This design comes from an exercise in tuning for small area on the open sky130 flow, not from production work. In this exercise RTL edits were held to simulation tests only and were not proved equivalent to the original. Power is estimated from default activity; no workload was simulated.

Design gauss_filter_top, start of the top module:
module gauss_filter_top
(
  input  logic   clk,
  input  logic   rst,
  input  gauss_pkg::pixel_t pa,
  input  gauss_pkg::pixel_t pb,
  input  gauss_pkg::pixel_t pc,
  input  gauss_pkg::pixel_t pd,
  input  gauss_pkg::pixel_t pe,
  output gauss_pkg::pixel_t p_out
);
  logic s0;
  logic c1;
  logic s2;
  logic c3;
  logic s4;
  logic c5;
  logic s6;
  logic c7;
  logic s8;
  logic c9;
  logic s10;
  logic c11;
  logic s12;
  logic c13;
  logic s14;
  logic c15;
  logic s16;
  logic c17;
  logic s18;
  logic c19;
  logic s20;
  logic c21;
  logic s22;
  logic c23;
  logic s24;
  logic c25;
  logic s26;
  logic c27;
  logic s28;
  logic c29;
  logic s30;
  logic c31;
  logic s32;
  logic c33;
  logic s34;
  logic c35;
  logic s36;
  logic c37;
  logic s38;
  logic c39;
  logic s40;
  logic c41;
  logic s42;
  logic c43;
  logic s44;
  logic c45;
  logic s46;
  logic c47;
  logic s48;
  logic c49;
  logic s50;
  logic c51;
  logic o52;
  logic o53;
  logic s54;
  logic c55;
  logic s56;
  logic c57;
  logic s58;
  logic c59;
  logic s60;
  logic c61;
  logic s62;
  logic c63;
  logic s64;
  logic c65;
  logic s66;
  logic c67;
  logic s68;
  logic c69;
  logic s70;
  logic c71;
  logic s72;
  logic c73;
  logic s74;
  logic c75;
  logic s76;
  logic c77;
  logic s78;
  logic c79;
  logic [12:0] xv0;
  logic [12:0] xv0_d;
  logic xv0_c9;
  logic s80;
  logic c81;
  logic s82;
  logic c83;
  logic s84;
  logic c85;
  logic s86;
  logic c87;
  logic s88;
  logic c89;
  logic s90;
  logic c91;
  logic s92;
  ...
For scale: ~810 cells after synthesis, ~310 flip-flops, about 50 I/O pins, ~0.013 mm2 of cells after synthesis.
clock: 5.0 ns
lec_check: 0
cap_margin: 20
core_margin: 2
core_utilization: 70
cts_buf_list: sky130_fd_sc_hd__clkbuf_8
cts_cluster_diameter: 60
cts_cluster_size: 16
gpl_timing_driven: 0
place_density: 0.8
slew_margin: 20
synth_hierarchical: 1
standard.sh (not shown) runs the stock make flow with config.mk's settings and CLKGATE_MAP_FILE= SYNTH_SCRIPT=/design/flow/synth_recipe.tcl, a recipe that flattens the netlist after the stock synthesis.
==> flow/flow/run.sh <==
#!/bin/bash
cp standard.sh standard_copy.txt
export BUFFER_PORTS_ARGS="-buffer_cell sky130_fd_sc_hd__buf_1"
bash standard.sh finish > standard_flow.log 2>&1
==> next run, changes <==
==> flow/run.sh (new file) <==
#!/bin/bash
# synth_recipe.tcl (not shown) runs the flow's synth.tcl, then flattens the netlist and writes it again
# the make line also repeats each setting of config.mk as NAME=value (left out here)
make -C /OpenROAD-flow-scripts/flow DESIGN_CONFIG=/design/flow/config.mk WORK_HOME=/design/flow/orfs CLKGATE_MAP_FILE= SYNTH_SCRIPT=/design/flow/synth_recipe.tcl finish
removed: flow/flow/run.sh
removed: flow/standard.sh
What happened: Worst hold slack got worse by 0.0065 ns. Final area rose slightly. Routed wire length is about the same. Setup slack improves by 0.0090 ns.


== oak ==
gauss_filter_top, a different RTL version from the one above (not shown whole).
Size: about 310 flip-flops.
==> flow/config.mk <==
export PLATFORM = sky130hd
export DESIGN_NAME = gauss_filter_top
export DESIGN_NICKNAME = gauss_filter_top
export VERILOG_FILES = /design/flow/design.v
export SDC_FILE = /design/flow/constraint.sdc
export NUM_CORES = 4
export LEC_CHECK = 0
export CAP_MARGIN = 5
export CORE_MARGIN = 2
export CORE_UTILIZATION = 70
export CTS_BUF_LIST = sky130_fd_sc_hd__clkbuf_8
export CTS_CLUSTER_DIAMETER = 60
export CTS_CLUSTER_SIZE = 16
export GPL_TIMING_DRIVEN = 0
export PLACE_DENSITY = 0.8
export SLEW_MARGIN = 5
export SYNTH_HIERARCHICAL = 1
==> flow/constraint.sdc <==
create_clock -name core_clock -period 5.0 [get_ports {clk}]
set_input_delay 1.0000 -clock core_clock [delete_from_list [all_inputs] [get_ports {clk}]]
set_output_delay 1.0000 -clock core_clock [all_outputs]
set_load 0.01 [all_outputs]
run.sh (not shown) runs the stock make flow with config.mk's settings and CLKGATE_MAP_FILE= SYNTH_SCRIPT=/design/flow/synth_recipe.tcl, a recipe that flattens the netlist after the stock synthesis.
Stock flow here: none of the scripts above is used.
oak went all the way through synthesis, placement and routing and the layout is clean on timing, DRC and antenna.
Edits applied to the flow inputs when going from oak to pine:
--- a/flow/config.mk
+++ b/flow/config.mk
@@ -6,12 +6,10 @@
 export NUM_CORES = 4
 export LEC_CHECK = 0
-export CAP_MARGIN = 5
+export CAP_MARGIN = 20
 export CORE_MARGIN = 2
-export CORE_UTILIZATION = 70
+export CORE_UTILIZATION = 40
 export CTS_BUF_LIST = sky130_fd_sc_hd__clkbuf_8
 export CTS_CLUSTER_DIAMETER = 60
 export CTS_CLUSTER_SIZE = 16
-export GPL_TIMING_DRIVEN = 0
-export PLACE_DENSITY = 0.8
-export SLEW_MARGIN = 5
+export SLEW_MARGIN = 20
 export SYNTH_HIERARCHICAL = 1
[summary]
- | sequential share of layout area | pine vs oak | 1.4 points lower |
- Across oak and pine, the outcome is the same: a clean finish for every run.
- Total power consumption of the routed design: pine worse than oak
- Looking at chip height, pine sits 44 microns higher than oak does.
- Looking at shortest clock period the worst path allows after layout across oak and pine, the one that comes out lower is pine.
- Wire length, pine vs oak: down slightly
- In the tables for oak and pine, core outline area reads higher with pine.
- oak tops out at a lower clock frequency than pine.
- Looking only at non-clock buffer count, and setting everything else aside, the higher value of oak and pine goes to pine.
- The tapcell count number comes out higher for pine vs oak.
Modified inputs, birch compared to pine
--- a/flow/config.mk
+++ b/flow/config.mk
@@ -8,8 +8,10 @@
 export CAP_MARGIN = 20
 export CORE_MARGIN = 2
-export CORE_UTILIZATION = 40
+export CORE_UTILIZATION = 70
 export CTS_BUF_LIST = sky130_fd_sc_hd__clkbuf_8
 export CTS_CLUSTER_DIAMETER = 60
 export CTS_CLUSTER_SIZE = 16
+export GPL_TIMING_DRIVEN = 0
+export PLACE_DENSITY = 0.8
 export SLEW_MARGIN = 20
 export SYNTH_HIERARCHICAL = 1
[summary]
- | minimum period implied by the final worst setup slack | birch vs pine | 0.14 ns higher |
- Against pine as the reference, birch delivers a higher number of instances resized during post-cts repair.
- met3 track demand over resource in global routing ended up 2.2 points higher on birch than on pine.
- birch against pine: number of global-route vias before repair went up about 4%; overall power of the completed layout went down 1.0%.
--- input diff birch..maple ---
--- a/flow/config.mk
+++ b/flow/config.mk
@@ -12,5 +12,4 @@
 export CTS_CLUSTER_DIAMETER = 60
 export CTS_CLUSTER_SIZE = 16
-export GPL_TIMING_DRIVEN = 0
 export PLACE_DENSITY = 0.8
 export SLEW_MARGIN = 20
==> comparison <==
maple: worst hold slack is 0.0052 ns higher than what birch reported. maple against birch: shortest period the worst path allows shows a reduction of 0.11 ns; number of buffers other than clock buffers in the final layout shows an increase of 1; global-route usage shows a reduction of 0.35 points. Diff birch -> maple: via count shows an increase of about 1%; worst relative slew slack moved up. The fraction of power consumed by the clock network of maple is higher than that of birch. Looking at routability congestion estimate from global placement across maple and birch, the one that comes out higher is maple. There was hardly any difference in post-layout net count between maple and birch.

==> port drivers added, routing unchanged <==
In the flow no input, the clock included, has a driving cell. The finished layouts below were timed again as built, in two steps.
Step 1, drivers: a clkbuf_16 drives clk and a buf_2 each remaining input, both assumed.
Step 2 moves the port delays by t, midway between the first and last clock arrival at a register: inputs arrive t later, outputs are due t later. That takes back most of the time a late clock gives input paths.
a / b / c = ideal / step 1 / step 2; a / b = the first two.
run	shift t [ns]	setup slack, ns	latest minus earliest clock arrival (ns)	slew at the worst register clock pin (ns)
the first run of note 1	0.573	0.170 / 0.170 / 0.139	0.018 / 0.019	0.10 / 0.10
the second run of note 1	0.585	0.179 / 0.179 / -0.195	0.018 / 0.019	0.11 / 0.11
oak	0.570	0.155 / 0.155 / -0.255	0.025 / 0.025	0.10 / 0.10
pine	0.602	0.292 / 0.292 / -0.143	0.017 / 0.016	0.10 / 0.10
birch	0.570	0.155 / 0.155 / -0.255	0.025 / 0.025	0.10 / 0.10
maple	0.591	0.261 / 0.261 / -0.207	0.028 / 0.028	0.11 / 0.11
Met with ideal ports but missed after step 2: setup timing in 5 of these runs. The setup slack of maple, which loses most, moves by 0.000 ns with the drivers and by -0.468 ns with both steps.
